Source: an optimization exercise on an open RTL-to-GDS flow (aim: small area). Production flows keep margins and buffers that such runs may drop. Where RTL was checked, it was by simulation tests only, not by an equivalence proof against the original. Power figures rest on the tool's default switching activity, not on a simulated workload.

==> 03-12: inputs <==
Design sys_periph, start of the top module:
module sys_periph (
   input  logic       sys_clk,
   input  logic       reset_n,
   input  logic       bus_sel,
   input  logic       bus_wr_en,
   input  logic       bus_rd_req,
   input  logic [7:0] bus_addr,
   input  logic [7:0] bus_wr_data,
   output logic [7:0] bus_rd_data,
   output logic       bus_ready,
   input  logic       uart_rx,
   output logic       uart_tx,
   output logic       cpu_clk_en,
   output logic       irq_n
);
clock: 10.0 ns
lec_check: 0
cap_margin: 20
core_margin: 2
core_utilization: 40
cts_buf_list: sky130_fd_sc_hd__clkbuf_8
cts_cluster_diameter: 45
cts_cluster_size: 20
slew_margin: 20
standard.sh (not shown) runs the stock make flow with config.mk's settings and CLKGATE_MAP_FILE= SYNTH_SCRIPT=/design/flow/synth_recipe.tcl, a recipe that flattens the netlist after the stock synthesis.
==> flow/flow/run.sh <==
#!/bin/bash
# Standard ORFS layout with two changes: ports are buffered with the
# smallest buffer, and clock tree synthesis inserts no dummy loads.
set -euo pipefail
export BUFFER_PORTS_ARGS="-buffer_cell sky130_fd_sc_hd__buf_1"
export CTS_ARGS="-sink_clustering_enable -repair_clock_nets -dont_use_dummy_load -buf_list sky130_fd_sc_hd__clkbuf_8 -sink_clustering_size 20 -sink_clustering_max_diameter 45"
bash standard.sh synth > synth.log 2>&1
bash standard.sh floorplan > floorplan.log 2>&1
bash standard.sh place > place.log 2>&1
bash standard.sh cts > cts.log 2>&1
bash standard.sh finish > finish.log 2>&1
==> inputs of 07-02, as changes to 03-12 <==
==> flow/run.sh (new file) <==
#!/bin/bash
# synth_recipe.tcl (not shown) runs the flow's synth.tcl, then flattens the netlist and writes it again
# the make line also repeats each setting of config.mk as NAME=value (left out here)
make -C /OpenROAD-flow-scripts/flow DESIGN_CONFIG=/design/flow/config.mk WORK_HOME=/design/flow/orfs CLKGATE_MAP_FILE= SYNTH_SCRIPT=/design/flow/synth_recipe.tcl finish
CTS_BUF_LIST = sky130_fd_sc_hd__clkbuf_16   (was sky130_fd_sc_hd__clkbuf_8)
CTS_CLUSTER_DIAMETER = 80   (was 45)
CTS_CLUSTER_SIZE = 25   (was 20)
removed: flow/flow/run.sh
removed: flow/standard.sh
==> inputs of 01-15, as changes to 03-12 <==
--- a/flow/flow/run.sh
+++ b/flow/flow/run.sh
@@ -4,5 +4,5 @@
 set -euo pipefail
 export BUFFER_PORTS_ARGS="-buffer_cell sky130_fd_sc_hd__buf_1"
-export CTS_ARGS="-sink_clustering_enable -repair_clock_nets -dont_use_dummy_load -buf_list sky130_fd_sc_hd__clkbuf_8 -sink_clustering_size 20 -sink_clustering_max_diameter 45"
+export CTS_ARGS="-sink_clustering_enable -repair_clock_nets -dont_use_dummy_load -buf_list sky130_fd_sc_hd__clkbuf_8 -sink_clustering_size 18 -sink_clustering_max_diameter 70"
 bash standard.sh synth > synth.log 2>&1
 bash standard.sh floorplan > floorplan.log 2>&1
CTS_CLUSTER_DIAMETER = 70   (was 45)
CTS_CLUSTER_SIZE = 18   (was 20)
==> inputs of 11-11, as changes to 03-12 <==
--- a/flow/flow/run.sh
+++ b/flow/flow/run.sh
@@ -4,5 +4,5 @@
 set -euo pipefail
 export BUFFER_PORTS_ARGS="-buffer_cell sky130_fd_sc_hd__buf_1"
-export CTS_ARGS="-sink_clustering_enable -repair_clock_nets -dont_use_dummy_load -buf_list sky130_fd_sc_hd__clkbuf_8 -sink_clustering_size 20 -sink_clustering_max_diameter 45"
+export CTS_ARGS="-sink_clustering_enable -repair_clock_nets -dont_use_dummy_load -buf_list sky130_fd_sc_hd__clkbuf_8 -sink_clustering_size 20 -sink_clustering_max_diameter 70"
 bash standard.sh synth > synth.log 2>&1
 bash standard.sh floorplan > floorplan.log 2>&1
CTS_CLUSTER_DIAMETER = 70   (was 45)
==> summary.txt <==
- Status: complete, no violations
- Worst Path Buf+Inv: 1
- Internal power: 2.41 mW
- Clock Skews: 36.2 ps
- Latest clock arrival within the worst-skew pair: 580 ps
- Metal2 WL: 22,000 um
- CP max-delay cell: nor4_4
- Crit share post-route: 0.476
- Reg-to-reg startpoint: gen_timers[2].timer0.enable$_DFFE_PP_
-- figures above: 07-02

==> summary.txt <==
- Status: complete, no violations
- Hpwl dp: 35,500 um
- Clock Skews: 84.0 ps
- Metal2 WL: 22,000 um
- Internal power: 2.15 mW
- Worst Path Buf+Inv: 0
- Latest clock arrival within the worst-skew pair: 670 ps
- CP max-delay cell: edfxtp_1
- Compound-cell area share of the yosys netlist: 0.0715
- 1st-iter DRT viols: 1,218
- Reg-to-reg startpoint: gen_timers[5].timer0.enable$_DFFE_PP_
-- figures above: 01-15

==> summary.txt <==
- Status: complete, no violations
- Reg-to-reg startpoint: gen_timers[3].timer0.enable$_DFFE_PP_
- Clock Skews: 82.1 ps
- Metal2 WL: 22,100 um
- Crit share post-route: 0.445
-- figures above: 11-11

==> summary.txt <==
- Status: complete, no violations
- Crit path cell chain: ha_1 -> ha_1 -> ha_1 -> ha_1 -> ha_1 -> ha_1 -> ha_1 -> ha_1 -> ha_1 -> ha_1 -> ha_1 -> ha_1 -> ha_1 -> ha_1 -> ha_1 -> ha_1 -> ha_1 -> ha_1 -> ha_1 -> xor2_1 -> and2_1
- Reg-to-reg startpoint: gen_timers[5].timer0.enable$_DFFE_PP_
- Clock Skews: 87.2 ps
- Metal2 WL: 22,000 um
- Internal power: 2.28 mW
- Multiplexer share of the synthesized area: 0.00120
- Top Consumer: sequential cells
- Post-Syn Area per Cell: 12.2 um^2
- Non-clk invs: 16
- Latest clock arrival within the worst-skew pair: 660 ps
-- figures above: 03-12


* * *

==> inputs of exp/pepper <==
==> flow/design.v <==
package sys_pkg;
   localparam int num_timers  = 8;                     
   localparam int timer_w     = 20;
   localparam int timer_idx_w = $clog2(num_timers);
   localparam logic [7:0] reg_cpu_speed    = 8'h00;
   localparam logic [7:0] reg_timer_index  = 8'h01;
   localparam logic [7:0] reg_ticks_lo     = 8'h02;
   localparam logic [7:0] reg_ticks_mid    = 8'h03;
   localparam logic [7:0] reg_ticks_hi     = 8'h04;
   localparam logic [7:0] reg_timer_load   = 8'h05;
   localparam logic [7:0] reg_timer_enable = 8'h06;
   localparam logic [7:0] reg_irq          = 8'h07;   
   localparam logic [7:0] reg_uart_status  = 8'h08;
   localparam logic [7:0] reg_uart_data    = 8'h09;
   localparam int speed_w    = 3;
   localparam int throttle_w = 5;
   localparam int uart_clks_per_bit = 16;              
   localparam int uart_cnt_w        = $clog2(uart_clks_per_bit);
endpackage
`timescale 1ns/100ps
module sys_regs (
   input  logic                               sys_clk,
   input  logic                               reset_n,
   input  logic                               bus_sel,
   input  logic                               bus_wr_en,
   input  logic                               bus_rd_req,
   input  logic [7:0]                         bus_addr,
   input  logic [7:0]                         bus_wr_data,
   output logic [7:0]                         bus_rd_data,
   output logic                               bus_ready,
   output logic                               rst,
   output logic [7:0]                         wd,
   output logic [sys_pkg::speed_w-1:0]        cpu_speed,
   output logic [sys_pkg::num_timers-1:0]     we_lo,
   output logic [sys_pkg::num_timers-1:0]     we_mid,
   output logic [sys_pkg::num_timers-1:0]     we_hi,
   output logic [sys_pkg::num_timers-1:0]     we_en,
   output logic [sys_pkg::num_timers-1:0]     timer_load,
   output logic [sys_pkg::num_timers-1:0]     timer_ack,
   input  logic [sys_pkg::num_timers-1:0][sys_pkg::timer_w-1:0] timer_value,
   input  logic [sys_pkg::num_timers-1:0]     timer_enable,
   input  logic [sys_pkg::num_timers-1:0]     timer_irq,
   output logic                               tx_start,
   input  logic                               tx_busy,
   output logic                               rx_pop,
   input  logic [7:0]                         rx_data,
   input  logic                               rx_avail,
   input  logic                               rx_wait
);
   localparam int nt = sys_pkg::num_timers;
   localparam int tw = sys_pkg::timer_w;
   logic                            wr;
   logic                            hi0;
   logic [9:0]                      a;
   logic [sys_pkg::timer_idx_w-1:0] timer_index;
   logic [nt-1:0]                   idx;        
   logic [nt-1:0]                   idx_d;
   logic [tw-1:0]                   cnt;
   logic                            en_sel;
   logic [7:0]                      rd;
   logic                            rd_req_q;
   logic                            rd_rise;
   logic                            rd_active;
   logic                            rd_settle;
   assign rst = !reset_n;
   assign wd  = bus_wr_data & {8{reset_n}};
   assign wr  = bus_sel & bus_wr_en;
   assign hi0 = bus_addr[7:4] == 4'h0;
   for (genvar k = 0; k < 10; k++) begin : gen_addr
      assign a[k] = hi0 && bus_addr[3:0] == 4'(k);
   end
   for (genvar i = 0; i < nt; i++) begin : gen_idx
      assign idx_d[i]      = rst ? (i == 0) : bus_wr_data[sys_pkg::timer_idx_w-1:0] == 3'(i);
      assign we_lo[i]      = rst | (wr & a[2] & idx[i]);
      assign we_mid[i]     = rst | (wr & a[3] & idx[i]);
      assign we_hi[i]      = rst | (wr & a[4] & idx[i]);
      assign we_en[i]      = rst | (wr & a[6] & idx[i]);
      assign timer_load[i] = wr & a[5] & idx[i];
      assign timer_ack[i]  = wr & a[7] & idx[i];
   end
   always_ff @(posedge sys_clk) begin
      if (rst | (wr & a[0])) cpu_speed   <= wd[sys_pkg::speed_w-1:0];
      if (rst | (wr & a[1])) idx         <= idx_d;
   end
   assign tx_start = wr & a[9] & !tx_busy;   
   always_comb begin
      timer_index = '0;
      for (int i = 0; i < nt; i++) begin
         timer_index = timer_index | ({sys_pkg::timer_idx_w{idx[i]}} & sys_pkg::timer_idx_w'(i));
      end
   end
   always_comb begin
      cnt    = '0;
      en_sel = 1'b0;
      for (int i = 0; i < nt; i++) begin
         cnt    = cnt | (timer_value[i] & {tw{idx[i]}});
         en_sel = en_sel | (timer_enable[i] & idx[i]);
      end
   end
   always_comb begin
      rd = 8'h00;
      for (int i = 0; i < nt; i++) begin
         rd[i] = a[7] & timer_irq[nt-1-i];    
      end
      rd = rd | ({8{a[0]}} & 8'(cpu_speed))
              | ({8{a[1]}} & 8'(timer_index))
              | ({8{a[2]}} & cnt[7:0])
              | ({8{a[3]}} & cnt[15:8])
              | ({8{a[4]}} & 8'(cnt[tw-1:16]))
              | ({8{a[6]}} & 8'(en_sel))
              | ({8{a[8]}} & {6'b0, tx_busy, rx_avail})
              | ({8{a[9]}} & rx_data);
   end
   always_ff @(posedge sys_clk) begin
      bus_rd_data <= rd;
   end
   assign rd_rise = bus_sel & bus_rd_req & ~rd_req_q;
   always_ff @(posedge sys_clk) begin
      if (rst) begin
         rd_req_q  <= 1'b0;
         rd_active <= 1'b0;
         rd_settle <= 1'b0;
         rx_pop    <= 1'b0;
      end else begin
         rd_req_q <= bus_rd_req;
         rx_pop   <= rd_rise && a[9];
         if (rd_rise) begin
            rd_active <= 1'b1;
            rd_settle <= 1'b1;
         end else if (rd_active) begin
            rd_settle <= 1'b0;
            if (!rd_settle && !rx_pop && !rx_wait) begin
               rd_active <= 1'b0;    
            end
         end
      end
   end
   assign bus_ready = ~rd_active;
endmodule
`timescale 1ns/100ps
module sys_timer (
   input  logic                        sys_clk,
   input  logic                        rst,
   input  logic                        we_lo,
   input  logic                        we_mid,
   input  logic                        we_hi,
   input  logic                        we_en,
   input  logic                        load,
   input  logic                        ack,
   input  logic [7:0]                  wd,
   output logic [sys_pkg::timer_w-1:0] value,
   output logic                        enable,
   output logic                        irq
);
   localparam int w = sys_pkg::timer_w;
   logic [w-1:0] limit;
   logic [w:0]   carry;
   logic         terminal;
   logic         clr;
   always_ff @(posedge sys_clk) begin
      if (we_lo)  limit[7:0]   <= wd;
      if (we_mid) limit[15:8]  <= wd;
      if (we_hi)  limit[w-1:16] <= wd[w-17:0];
      if (we_en)  enable       <= wd[0];
   end
   assign terminal = enable && !load && value == limit;
   assign clr      = rst | load | terminal;
   assign carry[0] = enable;
   for (genvar i = 0; i < w; i++) begin : gen_carry
      assign carry[i+1] = carry[i] & value[i];
   end
   always_ff @(posedge sys_clk) begin
      value <= clr ? '0 : value ^ carry[w-1:0];
   end
   always_ff @(posedge sys_clk) begin
      irq <= !rst && (terminal || (irq && !ack));
   end
endmodule
`timescale 1ns/100ps
module cpu_throttle (
   input  logic                        sys_clk,
   input  logic                        rst,
   input  logic [sys_pkg::speed_w-1:0] speed,
   output logic                        clk_en
);
   logic [sys_pkg::throttle_w-1:0] div_cnt;
   logic [sys_pkg::throttle_w-1:0] phase;
   logic                           sel_phase;
   logic                           sel_phase_q;
   always_ff @(posedge sys_clk) begin
      if (rst) begin
         div_cnt <= '0;
      end else begin
         div_cnt <= div_cnt + 1'b1;
      end
   end
   assign phase = ~div_cnt;
   always_comb begin
      case (speed)
         3'd0:    sel_phase = 1'b1;
         3'd1:    sel_phase = phase[0];
         3'd2:    sel_phase = phase[1];
         3'd3:    sel_phase = phase[2];
         3'd4:    sel_phase = phase[3];
         default: sel_phase = phase[4];     
      endcase
   end
   always_ff @(posedge sys_clk) begin
      if (rst) begin
         sel_phase_q <= 1'b0;
         clk_en      <= 1'b1;
      end else begin
         sel_phase_q <= sel_phase;
         clk_en      <= (speed == '0) | (sel_phase & ~sel_phase_q);
      end
   end
endmodule
`timescale 1ns/100ps
module uart (
   input  logic       sys_clk,
   input  logic       rst,
   input  logic       rx,
   output logic       tx,
   input  logic [7:0] tx_data,
   input  logic       tx_start,
   output logic       tx_busy,
   output logic [7:0] rx_data,
   output logic       rx_avail,
   input  logic       rx_pop,
   output logic       rx_wait
);
   logic [10:0] tx_shift;
   logic [3:0]  tx_cnt;      
   assign tx      = tx_shift[0];
   assign tx_busy = tx_shift[1] | tx_shift[2] | tx_shift[4] | tx_shift[6] |
                    tx_shift[8] | tx_shift[10];
   always_ff @(posedge sys_clk) begin
      if (rst) begin
         tx_shift <= 11'd1;
      end else if (tx_start) begin
         tx_shift <= {2'b11, tx_data, 1'b0};
      end else if (tx_busy && tx_cnt == 4'd15) begin
         tx_shift <= {1'b0, tx_shift[10:1]};
      end
   end
   always_ff @(posedge sys_clk) begin
      if (rst) begin
         tx_cnt <= '0;
      end else if (tx_busy) begin
         tx_cnt <= tx_cnt + 1'b1;
      end
   end
   logic [1:0] rx_sync;
   logic       rx_s;
   logic       rx_busy;
   logic       rx_first;     
   logic [3:0] rx_cnt;
   logic [8:0] rx_shift;
   logic       tick;
   logic       store;
   assign rx_s  = rx_sync[1];
   assign tick  = rx_cnt == 4'd15;
   assign store = !rst && rx_busy && tick && !rx_first && rx_shift[0] && rx_s;
   always_ff @(posedge sys_clk) begin
      if (rst) begin
         rx_sync  <= 2'b11;
         rx_busy  <= 1'b0;
         rx_avail <= 1'b0;
         rx_wait  <= 1'b0;
      end else begin
         rx_sync <= {rx_sync[0], rx};
         rx_wait <= rx_pop;
         if (!rx_busy) begin
            rx_busy <= !rx_s;
         end else if (tick && (rx_first ? rx_s : rx_shift[0])) begin
            rx_busy <= 1'b0;
         end
         rx_avail <= store || (rx_avail && !rx_pop);
      end
   end
   always_ff @(posedge sys_clk) begin
      if (!rx_busy) begin
         rx_cnt   <= 4'd8;
         rx_first <= 1'b1;
         rx_shift <= 9'h100;
      end else begin
         rx_cnt <= rx_cnt + 1'b1;
         if (tick) begin
            rx_first <= 1'b0;
            if (!rx_first) rx_shift <= {rx_s, rx_shift[8:1]};
         end
      end
   end
   always_ff @(posedge sys_clk) begin
      if (store) rx_data <= rx_shift[8:1];
   end
endmodule
`timescale 1ns/100ps
module sys_periph (
   input  logic       sys_clk,
   input  logic       reset_n,
   input  logic       bus_sel,
   input  logic       bus_wr_en,
   input  logic       bus_rd_req,
   input  logic [7:0] bus_addr,
   input  logic [7:0] bus_wr_data,
   output logic [7:0] bus_rd_data,
   output logic       bus_ready,
   input  logic       uart_rx,
   output logic       uart_tx,
   output logic       cpu_clk_en,
   output logic       irq_n
);
   localparam int nt = sys_pkg::num_timers;
   logic                           rst;
   logic [7:0]                     wd;
   logic [sys_pkg::speed_w-1:0]    cpu_speed;
   logic [nt-1:0]                  we_lo;
   logic [nt-1:0]                  we_mid;
   logic [nt-1:0]                  we_hi;
   logic [nt-1:0]                  we_en;
   logic [nt-1:0]                  timer_enable;
   logic [nt-1:0]                  timer_load;
   logic [nt-1:0]                  timer_ack;
   logic [nt-1:0]                  timer_irq;
   logic [nt-1:0][sys_pkg::timer_w-1:0] timer_value;
   logic                           tx_start;
   logic                           tx_busy;
   logic                           rx_pop;
   logic [7:0]                     rx_data;
   logic                           rx_avail;
   logic                           rx_wait;
   sys_regs regs0 (
      .sys_clk      (sys_clk),
      .reset_n      (reset_n),
      .bus_sel      (bus_sel),
      .bus_wr_en    (bus_wr_en),
      .bus_rd_req   (bus_rd_req),
      .bus_addr     (bus_addr),
      .bus_wr_data  (bus_wr_data),
      .bus_rd_data  (bus_rd_data),
      .bus_ready    (bus_ready),
      .rst          (rst),
      .wd           (wd),
      .cpu_speed    (cpu_speed),
      .we_lo        (we_lo),
      .we_mid       (we_mid),
      .we_hi        (we_hi),
      .we_en        (we_en),
      .timer_load   (timer_load),
      .timer_ack    (timer_ack),
      .timer_value  (timer_value),
      .timer_enable (timer_enable),
      .timer_irq    (timer_irq),
      .tx_start     (tx_start),
      .tx_busy      (tx_busy),
      .rx_pop       (rx_pop),
      .rx_data      (rx_data),
      .rx_avail     (rx_avail),
      .rx_wait      (rx_wait)
   );
   for (genvar i = 0; i < nt; i++) begin : gen_timers
      sys_timer timer0 (
         .sys_clk (sys_clk),
         .rst     (rst),
         .we_lo   (we_lo[i]),
         .we_mid  (we_mid[i]),
         .we_hi   (we_hi[i]),
         .we_en   (we_en[i]),
         .load    (timer_load[i]),
         .ack     (timer_ack[i]),
         .wd      (wd),
         .value   (timer_value[i]),
         .enable  (timer_enable[i]),
         .irq     (timer_irq[i])
      );
   end
   cpu_throttle throttle0 (
      .sys_clk (sys_clk),
      .rst     (rst),
      .speed   (cpu_speed),
      .clk_en  (cpu_clk_en)
   );
   uart uart0 (
      .sys_clk  (sys_clk),
      .rst      (rst),
      .rx       (uart_rx),
      .tx       (uart_tx),
      .tx_data  (bus_wr_data),
      .tx_start (tx_start),
      .tx_busy  (tx_busy),
      .rx_data  (rx_data),
      .rx_avail (rx_avail),
      .rx_pop   (rx_pop),
      .rx_wait  (rx_wait)
   );
   assign irq_n = ~|timer_irq;    
endmodule
==> flow/run.sh <==
#!/bin/bash
# synth_recipe.tcl (not shown) runs the flow's synth.tcl, then flattens the netlist and writes it again
# the make line also repeats each setting of config.mk as NAME=value (left out here)
make -C /OpenROAD-flow-scripts/flow DESIGN_CONFIG=/design/flow/config.mk WORK_HOME=/design/flow/orfs CLKGATE_MAP_FILE= SYNTH_SCRIPT=/design/flow/synth_recipe.tcl finish
==> flow/config.mk <==
export PLATFORM = sky130hd
export DESIGN_NAME = sys_periph
export DESIGN_NICKNAME = sys_periph
export VERILOG_FILES = /design/flow/design.v
export SDC_FILE = /design/flow/constraint.sdc
export NUM_CORES = 4
export LEC_CHECK = 0
export CAP_MARGIN = 20
export CORE_MARGIN = 2
export CORE_UTILIZATION = 40
export CTS_BUF_LIST = sky130_fd_sc_hd__clkbuf_16
export CTS_CLUSTER_DIAMETER = 80
export CTS_CLUSTER_SIZE = 25
export SLEW_MARGIN = 20
==> flow/constraint.sdc <==
create_clock -name core_clock -period 10.0 [get_ports {sys_clk}]
set_input_delay 2.0000 -clock core_clock [delete_from_list [all_inputs] [get_ports {sys_clk}]]
set_output_delay 2.0000 -clock core_clock [all_outputs]
set_load 0.01 [all_outputs]
==> exp/cedar (differences from exp/pepper) <==
--- a/flow/design.v
+++ b/flow/design.v
@@ -238,16 +238,10 @@
       if (rst) begin
          tx_shift <= 11'd1;
-      end else if (tx_start) begin
-         tx_shift <= {2'b11, tx_data, 1'b0};
-      end else if (tx_busy && tx_cnt == 4'd15) begin
-         tx_shift <= {1'b0, tx_shift[10:1]};
+      end else if (tx_start || (tx_busy && tx_cnt == 4'd15)) begin
+         tx_shift <= {1'b0, tx_shift[10:1]} | ({11{tx_start}} & {2'b11, tx_data, 1'b0});
       end
    end
    always_ff @(posedge sys_clk) begin
-      if (rst) begin
-         tx_cnt <= '0;
-      end else if (tx_busy) begin
-         tx_cnt <= tx_cnt + 1'b1;
-      end
+      tx_cnt <= {4{tx_busy}} & (tx_cnt + 1'b1);
    end
    logic [1:0] rx_sync;
==> flow/flow/run.sh (new file) <==
#!/bin/bash
# Standard ORFS layout with three changes: ports are buffered with the
# smallest buffer, clock tree synthesis inserts no dummy loads, and
# gates off the critical paths are sized down after global routing.
set -euo pipefail
export BUFFER_PORTS_ARGS="-buffer_cell sky130_fd_sc_hd__buf_1"
export RECOVER_POWER=100
export CTS_ARGS="-sink_clustering_enable -repair_clock_nets -dont_use_dummy_load -buf_list sky130_fd_sc_hd__clkbuf_16 -sink_clustering_size 25 -sink_clustering_max_diameter 80"
bash standard.sh synth > synth.log 2>&1
bash standard.sh floorplan > floorplan.log 2>&1
bash standard.sh place > place.log 2>&1
bash standard.sh cts > cts.log 2>&1
bash standard.sh finish > finish.log 2>&1
==> flow/standard.sh (new file) <==
#!/bin/bash
# synth_recipe.tcl (not shown) runs the flow's synth.tcl, then flattens the netlist and writes it again
# the make line also repeats each setting of config.mk as NAME=value (left out here)
make -C /OpenROAD-flow-scripts/flow DESIGN_CONFIG=/design/flow/config.mk WORK_HOME=/design/flow/orfs CLKGATE_MAP_FILE= SYNTH_SCRIPT=/design/flow/synth_recipe.tcl "${@:-finish}"
removed: flow/run.sh
==> comparison <==
exp/cedar completed and failed the layout checks on max-capacitance violations, max-slew violations. exp/pepper finished clean.
Die area: exp/pepper is higher than exp/cedar (0.36%).
Register-to-register slack: exp/cedar is lower than exp/pepper (40 ps).
Sequential cell count is the same in exp/cedar and exp/pepper.
Against exp/pepper, the core utilization of exp/cedar is lower by 1.2 points.
Between exp/pepper and exp/cedar, the lower clock-buffer cell count is in exp/cedar (gap 1).
Hold slack: exp/pepper is worse than exp/cedar (8.8 ps).
Between exp/cedar and exp/pepper, the lower sequential share of layout area is in exp/pepper (gap 1.5 points).
No functional check of the RTL was part of exp/pepper.

==> afterwards: timing with drivers on the ports <==
The flow's constraints put no driver on any port. The routed layouts listed below were extracted and timed again, unchanged, in two steps.
Step 1 (the two cells are an assumption about what drives the block):
set clk [get_ports {sys_clk}]
set_driving_cell -lib_cell sky130_fd_sc_hd__clkbuf_16 $clk
set_driving_cell -lib_cell sky130_fd_sc_hd__buf_2 [delete_from_list [all_inputs] $clk]
Step 2 moves the port delays by t, midway between the first and last clock arrival at a register: inputs arrive t later, outputs are due t later. That takes back most of the time a late clock gives input paths.
a / b / c = ideal / step 1 / step 2; a / b = the first two.
run | shift t [ns] | slack for setup (ns) | latest minus earliest clock arrival (ns) | slew at the worst register clock pin (ns) | worst data-port slew with drivers (ns)
03-12 | 0.661 | 5.517 / 5.517 / 4.920 | 0.094 / 0.094 | 0.11 / 0.11 | 0.05
07-02 | 0.616 | 5.235 / 5.266 / 4.650 | 0.038 / 0.038 | 0.10 / 0.10 | 0.05
01-15 | 0.680 | 5.511 / 5.511 / 4.974 | 0.086 / 0.086 | 0.12 / 0.12 | 0.05
11-11 | 0.676 | 5.555 / 5.555 / 4.966 | 0.084 / 0.084 | 0.12 / 0.12 | 0.05
exp/pepper | 0.607 | 5.303 / 5.336 / 4.730 | 0.029 / 0.029 | 0.10 / 0.10 | 0.04
exp/cedar | 0.605 | 3.327 / 3.359 / 2.753 | 0.061 / 0.061 | 0.10 / 0.10 | 0.05
The setup slack of 03-12, which loses most, moves by 0.000 ns with the drivers and by -0.597 ns with both steps.
